What follows belongs to an exercise in optimizing a design on an open flow for small area; a production flow would make more cautious choices. Function was checked by simulation only, so behaviour that the tests miss may differ from the original. Power is estimated from default activity; no workload was simulated.

[run.sh]
#!/bin/bash
# synth_recipe.tcl (not shown) runs the flow's synth.tcl, then flattens the netlist and writes it again
# the make line also repeats each setting of config.mk as NAME=value (left out here)
make -C /OpenROAD-flow-scripts/flow DESIGN_CONFIG=/design/flow/config.mk WORK_HOME=/design/flow/orfs CLKGATE_MAP_FILE= SYNTH_SCRIPT=/design/flow/synth_recipe.tcl finish
[config.mk]
export PLATFORM = sky130hd
export DESIGN_NAME = alu_reservation_station
export DESIGN_NICKNAME = alu_reservation_station
export VERILOG_FILES = /design/flow/design.v
export SDC_FILE = /design/flow/constraint.sdc
export NUM_CORES = 4
export LEC_CHECK = 0
export CAP_MARGIN = 20
export CORE_MARGIN = 2
export CORE_UTILIZATION = 40
export SLEW_MARGIN = 20
[constraint.sdc]
create_clock -name core_clock -period 4.0 [get_ports {clk_in}]
set_input_delay 0.8000 -clock core_clock [delete_from_list [all_inputs] [get_ports {clk_in}]]
set_output_delay 0.8000 -clock core_clock [all_outputs]
set_load 0.01 [all_outputs]
[design.v]
package alu_reservation_station_pkg;
    localparam int RS_SIZE       = 8;
    localparam int RS_INDEX_BIT  = 3;
    localparam int ROB_INDEX_BIT = 4;
    localparam int TYPE_BIT      = 5;
    localparam logic [TYPE_BIT-1:0] OP_ADD  = 5'd0;
    localparam logic [TYPE_BIT-1:0] OP_SUB  = 5'd1;
    localparam logic [TYPE_BIT-1:0] OP_XOR  = 5'd2;
    localparam logic [TYPE_BIT-1:0] OP_OR   = 5'd3;
    localparam logic [TYPE_BIT-1:0] OP_AND  = 5'd4;
    localparam logic [TYPE_BIT-1:0] OP_SLL  = 5'd5;
    localparam logic [TYPE_BIT-1:0] OP_SRL  = 5'd6;
    localparam logic [TYPE_BIT-1:0] OP_SRA  = 5'd7;
    localparam logic [TYPE_BIT-1:0] OP_SLT  = 5'd8;
    localparam logic [TYPE_BIT-1:0] OP_SLTU = 5'd9;
    localparam logic [TYPE_BIT-1:0] OP_BEQ  = 5'd10;
    localparam logic [TYPE_BIT-1:0] OP_BNE  = 5'd11;
    localparam logic [TYPE_BIT-1:0] OP_BLT  = 5'd12;
    localparam logic [TYPE_BIT-1:0] OP_BGE  = 5'd13;
    localparam logic [TYPE_BIT-1:0] OP_BLTU = 5'd14;
    localparam logic [TYPE_BIT-1:0] OP_BGEU = 5'd15;
    localparam logic [TYPE_BIT-1:0] OP_JALR = 5'd16;
endpackage
module rs_find_first #(
    parameter int N = 8,
    parameter int W = 3
) (
    input  logic [N-1:0] vec,
    output logic [W-1:0] idx,
    output logic         found
);
    always_comb begin
        idx   = '0;
        found = 1'b0;
        for (int i = N - 1; i >= 0; i--) begin
            if (vec[i]) begin
                idx   = W'(i);
                found = 1'b1;
            end
        end
    end
endmodule
import alu_reservation_station_pkg::*;
module rs_snoop (
    input  logic                     pend,
    input  logic [ROB_INDEX_BIT-1:0] q,
    input  logic [31:0]              v,
    input  logic                     a_rdy,
    input  logic [ROB_INDEX_BIT-1:0] a_id,
    input  logic [31:0]              a_val,
    input  logic                     l_rdy,
    input  logic [ROB_INDEX_BIT-1:0] l_id,
    input  logic [31:0]              l_val,
    output logic                     pend_out,
    output logic [31:0]              val_out
);
    logic hit_a;
    logic hit_l;
    assign hit_a    = pend & a_rdy & (q == a_id);
    assign hit_l    = pend & l_rdy & (q == l_id);
    assign pend_out = pend & ~hit_a & ~hit_l;
    assign val_out  = hit_a ? a_val : (hit_l ? l_val : v);
endmodule
import alu_reservation_station_pkg::*;
module alu_reservation_station (
    input  logic                     clk_in,
    input  logic                     rst_in,
    input  logic                     rdy_in,
    input  logic                     clear_in,
    input  logic                     issue_valid,
    input  logic [TYPE_BIT-1:0]      issue_type,
    input  logic [31:0]              issue_vj,
    input  logic [31:0]              issue_vk,
    input  logic                     issue_has_qj,
    input  logic                     issue_has_qk,
    input  logic [ROB_INDEX_BIT-1:0] issue_qj,
    input  logic [ROB_INDEX_BIT-1:0] issue_qk,
    input  logic [ROB_INDEX_BIT-1:0] issue_rob_id,
    output logic                     full_out,
    input  logic                     cdb_alu_ready,
    input  logic [ROB_INDEX_BIT-1:0] cdb_alu_rob_id,
    input  logic [31:0]              cdb_alu_value,
    input  logic                     cdb_lsb_ready,
    input  logic [ROB_INDEX_BIT-1:0] cdb_lsb_rob_id,
    input  logic [31:0]              cdb_lsb_value,
    output logic                     alu_req,
    output logic [TYPE_BIT-1:0]      alu_type,
    output logic [31:0]              alu_r1,
    output logic [31:0]              alu_r2,
    output logic [ROB_INDEX_BIT-1:0] alu_rob_id
);
    logic [RS_SIZE-1:0][TYPE_BIT-1:0]      ent_op;
    logic [RS_SIZE-1:0][31:0]              ent_vj;
    logic [RS_SIZE-1:0][31:0]              ent_vk;
    logic [RS_SIZE-1:0]                    ent_has_qj;
    logic [RS_SIZE-1:0]                    ent_has_qk;
    logic [RS_SIZE-1:0][ROB_INDEX_BIT-1:0] ent_qj;
    logic [RS_SIZE-1:0][ROB_INDEX_BIT-1:0] ent_qk;
    logic [RS_SIZE-1:0][ROB_INDEX_BIT-1:0] ent_rob_id;
    logic [RS_SIZE-1:0][31:0]              woke_vj;
    logic [RS_SIZE-1:0][31:0]              woke_vk;
    logic [RS_SIZE-1:0]                    woke_has_qj;
    logic [RS_SIZE-1:0]                    woke_has_qk;
    logic [31:0]              new_vj;
    logic [31:0]              new_vk;
    logic                     new_has_qj;
    logic                     new_has_qk;
    logic [RS_SIZE-1:0]       valid_q;
    logic [RS_SIZE-1:0]       ready_vec;
    logic [RS_SIZE-1:0]       pick_vec;
    logic [RS_INDEX_BIT-1:0]  free_idx;
    logic [RS_INDEX_BIT-1:0]  sel_idx;
    logic                     free_found;
    logic                     sel_found;
    logic                     alloc_en;
    assign full_out = &valid_q;
    assign alloc_en = issue_valid & free_found;
    rs_find_first #(.N(RS_SIZE), .W(RS_INDEX_BIT)) u_free (
        .vec   (~valid_q),
        .idx   (free_idx),
        .found (free_found)
    );
    rs_find_first #(.N(RS_SIZE), .W(RS_INDEX_BIT)) u_sel (
        .vec   (pick_vec),
        .idx   (sel_idx),
        .found (sel_found)
    );
    always_comb begin
        ready_vec = '0;
        for (int i = 0; i < RS_SIZE; i++) begin
            ready_vec[i] = valid_q[i] & ~ent_has_qj[i] & ~ent_has_qk[i];
        end
    end
    for (genvar i = 0; i < RS_SIZE; i++) begin : g_snoop
        rs_snoop u_snoop_j (
            .pend     (ent_has_qj[i]),
            .q        (ent_qj[i]),
            .v        (ent_vj[i]),
            .a_rdy    (cdb_alu_ready),
            .a_id     (cdb_alu_rob_id),
            .a_val    (cdb_alu_value),
            .l_rdy    (cdb_lsb_ready),
            .l_id     (cdb_lsb_rob_id),
            .l_val    (cdb_lsb_value),
            .pend_out (woke_has_qj[i]),
            .val_out  (woke_vj[i])
        );
        rs_snoop u_snoop_k (
            .pend     (ent_has_qk[i]),
            .q        (ent_qk[i]),
            .v        (ent_vk[i]),
            .a_rdy    (cdb_alu_ready),
            .a_id     (cdb_alu_rob_id),
            .a_val    (cdb_alu_value),
            .l_rdy    (cdb_lsb_ready),
            .l_id     (cdb_lsb_rob_id),
            .l_val    (cdb_lsb_value),
            .pend_out (woke_has_qk[i]),
            .val_out  (woke_vk[i])
        );
    end
    rs_snoop u_new_j (
        .pend     (issue_has_qj),
        .q        (issue_qj),
        .v        (issue_vj),
        .a_rdy    (cdb_alu_ready),
        .a_id     (cdb_alu_rob_id),
        .a_val    (cdb_alu_value),
        .l_rdy    (cdb_lsb_ready),
        .l_id     (cdb_lsb_rob_id),
        .l_val    (cdb_lsb_value),
        .pend_out (new_has_qj),
        .val_out  (new_vj)
    );
    rs_snoop u_new_k (
        .pend     (issue_has_qk),
        .q        (issue_qk),
        .v        (issue_vk),
        .a_rdy    (cdb_alu_ready),
        .a_id     (cdb_alu_rob_id),
        .a_val    (cdb_alu_value),
        .l_rdy    (cdb_lsb_ready),
        .l_id     (cdb_lsb_rob_id),
        .l_val    (cdb_lsb_value),
        .pend_out (new_has_qk),
        .val_out  (new_vk)
    );
    assign pick_vec = ready_vec;
    always_ff @(posedge clk_in or posedge rst_in) begin
        if (rst_in) begin
            valid_q    <= '0;
            alu_req    <= 1'b0;
            alu_type   <= '0;
            alu_r1     <= '0;
            alu_r2     <= '0;
            alu_rob_id <= '0;
            ent_op     <= '0;
            ent_vj     <= '0;
            ent_vk     <= '0;
            ent_has_qj <= '0;
            ent_has_qk <= '0;
            ent_qj     <= '0;
            ent_qk     <= '0;
            ent_rob_id <= '0;
        end else if (rdy_in) begin
            if (clear_in) begin
                valid_q <= '0;
                alu_req <= 1'b0;
            end else begin
                ent_vj     <= woke_vj;
                ent_vk     <= woke_vk;
                ent_has_qj <= woke_has_qj;
                ent_has_qk <= woke_has_qk;
                alu_req <= sel_found;
                if (sel_found) begin
                    alu_type         <= ent_op[sel_idx];
                    alu_r1           <= ent_vj[sel_idx];
                    alu_r2           <= ent_vk[sel_idx];
                    alu_rob_id       <= ent_rob_id[sel_idx];
                    valid_q[sel_idx] <= 1'b0;
                end
                if (alloc_en) begin
                    ent_op[free_idx]     <= issue_type;
                    ent_vj[free_idx]     <= new_vj;
                    ent_vk[free_idx]     <= new_vk;
                    ent_has_qj[free_idx] <= new_has_qj;
                    ent_has_qk[free_idx] <= new_has_qk;
                    ent_qj[free_idx]     <= issue_qj;
                    ent_qk[free_idx]     <= issue_qk;
                    ent_rob_id[free_idx] <= issue_rob_id;
                    valid_q[free_idx]    <= 1'b1;
                end
            end
        end
    end
endmodule
==> impl_metrics.tcl <==
set metrics [dict create \
    outcome "finished clean" \
    seq_area_frac_synth 0.376 \
    totalWireLength_um 227000 \
    synth.cell_area_um2 49600 \
    setup_ws_ns 0.351 \
    dp.final_hpwl_um 135000 \
    worstSetupPathType "reg -> reg" \
    power_leakage_nw 26.9 \
    pwr-share-seq 0.385 \
    grt_max_degree 114 \
    finalHoldViolCount 0 \
    num_vias 50000 \
    die_area_um2 127000 \
    worst_ep_required_time_ns 4.59 \
    postCtsHoldBufs 0 \
    placeable_core_region_um2 123000 \
    synthDominantCellAreaShare 0.376 \
    drv_cap 0 \
    cts_setup_buffers 0 \
    synth_mux_area_frac 0.133 \
    synth_top_flop_cell "dfrtp_1" \
    detailedRoute.firstPassIterationCount 10 \
    die_outline_width_um 356 \
    grt_antenna_before_repair 7 \
    synth_edf_count 0 \
    num-nets-final 5773 \
    synth.ff_latch_count 746 \
    power.share.clock 0.308 \
    grt_overflow 0 \
    detail_route.wl_per_cell_um 31.0 \
    yosysWarnings 2 \
    finalClockSkew_ns 0.0343 \
    power.switching_fraction 0.355 \
    start_util 0.402 \
    p_int_mw 18.0 \
    place_ws_ns 0.330 \
    first_global_vias 48200 \
    global_route.usage.total 0.348 \
    numClockSinks 746 \
    synth_fa_ha_area_frac 0.00252 \
    grt_pass1_wl_um 332000 \
    postSynthCellCount 5617 \
    post_synth_and_or_nand_nor_area_fraction 0.137 \
    comb_power_share 0.307 \
    io-pin-count 237 \
    tightestPinTransition_ns 1.06 \
    drive_above_1_share 0.105 \
    max_freq_mhz 274 \
    p_per_area_nw_per_um2 480 \
    crit_path_max_fanout 32 \
    routed_via_density 6.84 \
    num_rows 129 \
    detail_route.iter0.violations 6948 \
    clock_tree.buffer_depth 3 \
    critPathArrivalTime_ns 4.24 \
    setup.worst_path.end_class "register" \
    synth_nets 5789 \
    final_max_slew_viol_count 0 \
    relSlewSlack 0.290 \
    p_switching_mw 9.91 \
    synth-compound-area-share 0.272 \
    ant_nets 0 \
    finalWorstPathRequiredPeriod_ns 3.65 \
    kind_of_start_point_of_the_critical_path "register" \
    synth_cell_type_count 71 \
    synth.top_cells.by_count "dfrtp_1, nand2_1, mux2i_1, nor2_1, clkbuf_1" \
    hold_path_class "reg -> reg" \
    htree_num_levels 3 \
    grt_setup_unrepaired "false" \
    synth.most_common_cell "dfrtp_1" \
    synthArstFlopShare 1.00 \
    irDropWorstVdd_mv 0.361 \
    cts_buffers 88 \
    synth_xor_area_frac 0.0196 \
    timing.final.crit_share 0.912 \
    insertion_delay_ns 0.70 \
    port-buffer-count 236 \
    placedInstanceArea_um2 55200 \
    ctsRootBufferMaster "clkbuf_16" \
    post_cts_resize_count 0 \
    post-layout-total-power_mw 27.9 \
    main_combinational_cell_family_by_area_after_synthesis "compound AO/OA/AOI/OAI gates" \
    die_height_um 356 \
    clkTransAtPathRegs_ns 0.06 \
    synth.largest_area_cell "dfrtp_1" \
    setup_viol 0 \
    holdWs_ns 0.478 \
    gpl.final_weighted_congestion 0.929 \
    synthToLayoutAreaGrowth_pct 17.3 \
    leading_post_synthesis_cells_by_cell_area "dfrtp_1, mux2i_1, a211o_1" \
    cts_tree "yes" \
    finalInstanceArea_um2 58200 \
    drc 0 \
    synthesis.area_per_instance_um2 8.83 \
]
sequential cells by signal (all words and copies together), names as in the netlist:
register and cells:
ent_vj 256, ent_vk 256, ent_op 40, alu_r1 32, alu_r2 32, ent_qj 32
ent_qk 32, ent_rob_id 32, ent_has_qj 8, ent_has_qk 8, valid_q 8, alu_type 5
alu_rob_id 4, alu_req 1
power groups by stage:
| stage | Combinational, mW | Sequential, mW | Clock, mW |
|---|---|---|---|
| finish | 8.58 | 10.7 | 8.61 |
| CTS | 8.42 | 10.7 | 8.66 |
| global route | 9.15 | 10.9 | 8.96 |
| floorplan | 5.04 | 10.4 | 0 |
| detailed placement | 8.38 | 10.8 | 0 |
| global placement | 8.25 | 10.8 | 0 |
critical path, stage by stage, from the launching register on:
cell and delay [ns]:
dfrtp_1 0.48, and3_1 0.21, o21a_1 0.21, nor2_1 0.08, ha_1 0.19, ha_1 0.28, ha_1 0.38, or2_2 0.34
or4_2 0.68, buf_4 0.36, o211ai_1 0.28
logic make-up (layout without fill, tap and decap cells):
kind of cell	after synthesis	after routing
flops	746	746
fa+ha+maj	10	10
mux	654	654
compound gates	1743	1743
other cells	0	4
xor+xnor	111	111
simple gates	1614	1614
buf+inv	739	793
stage by stage:
step	utilization	setup TNS [ns]	cells
final	0.472	0	7312
after detailed placement	0.447	0	7148
after floorplan	-	-5240.95	5617
after global placement	0.447	0	7147
after global routing	0.472	0	7310
after CTS	0.471	0	7308
layout by cell type (no fill, tap or decap), types with 164 or more instances in the layout:
| master | count |
|---|---|
| mux2i_1 | 599 |
| clkdlybuf4s50_1 | 236 |
| nand2_1 | 619 |
| nor2_1 | 595 |
| a211o_1 | 293 |
| nand3_1 | 197 |
| a221o_1 | 164 |
| buf_4 | 246 |
| a211oi_1 | 221 |
| dfrtp_1 | 746 |
| o211ai_1 | 262 |
cell type report:
cell class	instances	area, µm²
Antenna cell	4	10.0
Clock buffer	136	2690
Clock inverter	24	333
Fill cell	11600	65200
Inverter	65	255
Multi-Input combinational cell	4132	28300
Sequential cell	746	18700
Tap cell	1637	2050
Timing Repair Buffer	568	5930
metal layers:
metal  track usage  wire length [µm]
met5             0                34
met3        0.0928             28000
met2         0.522             96900
met1         0.466             90200
met4         0.167             11800
final timing paths:
| kind | startpoint | endpoint | slack (ns) | depth (start not counted) |
|---|---|---|---|---|
| max in group asynchronous | rst_in | ent_vk[81] | 2.42 | 5 |
| min reg2reg | ent_rob_id[29] | ent_rob_id[29] | 0.48 | 2 |
| min | ent_rob_id[29] | ent_rob_id[29] | 0.48 | 2 |
| min in group asynchronous | rst_in | ent_vj[190] | 0.49 | 2 |
| max | valid_q[2] | ent_vk[93] | 0.35 | 10 |
| max reg2reg | valid_q[2] | ent_vk[93] | 0.35 | 10 |

[re-timing with driven ports]
No port has a modelled driver above. Below, the same layout with a new extraction and two added sets of constraints. Step 1 sets driving cells, clkbuf_16 on the clock port and buf_2 on the other inputs (assumed; they add their load-dependent delay and slew). Step 2 moves the port delays by t, midway between the first and last clock arrival at a register: inputs arrive t later, outputs are due t later. That takes back most of the time a late clock gives input paths. Slacks: ideal ports / drivers / drivers and shift; pairs: ideal ports / drivers.
t, ns: 0.764
setup WS [ns]: 0.351 / 0.351 / 0.271
worst setup path at the end: input to register
pins driven straight from the clock port: 1
After both steps setup and hold are still met in this run. The setup slack of this run moves by 0.000 ns with the drivers and by -0.080 ns with both steps.
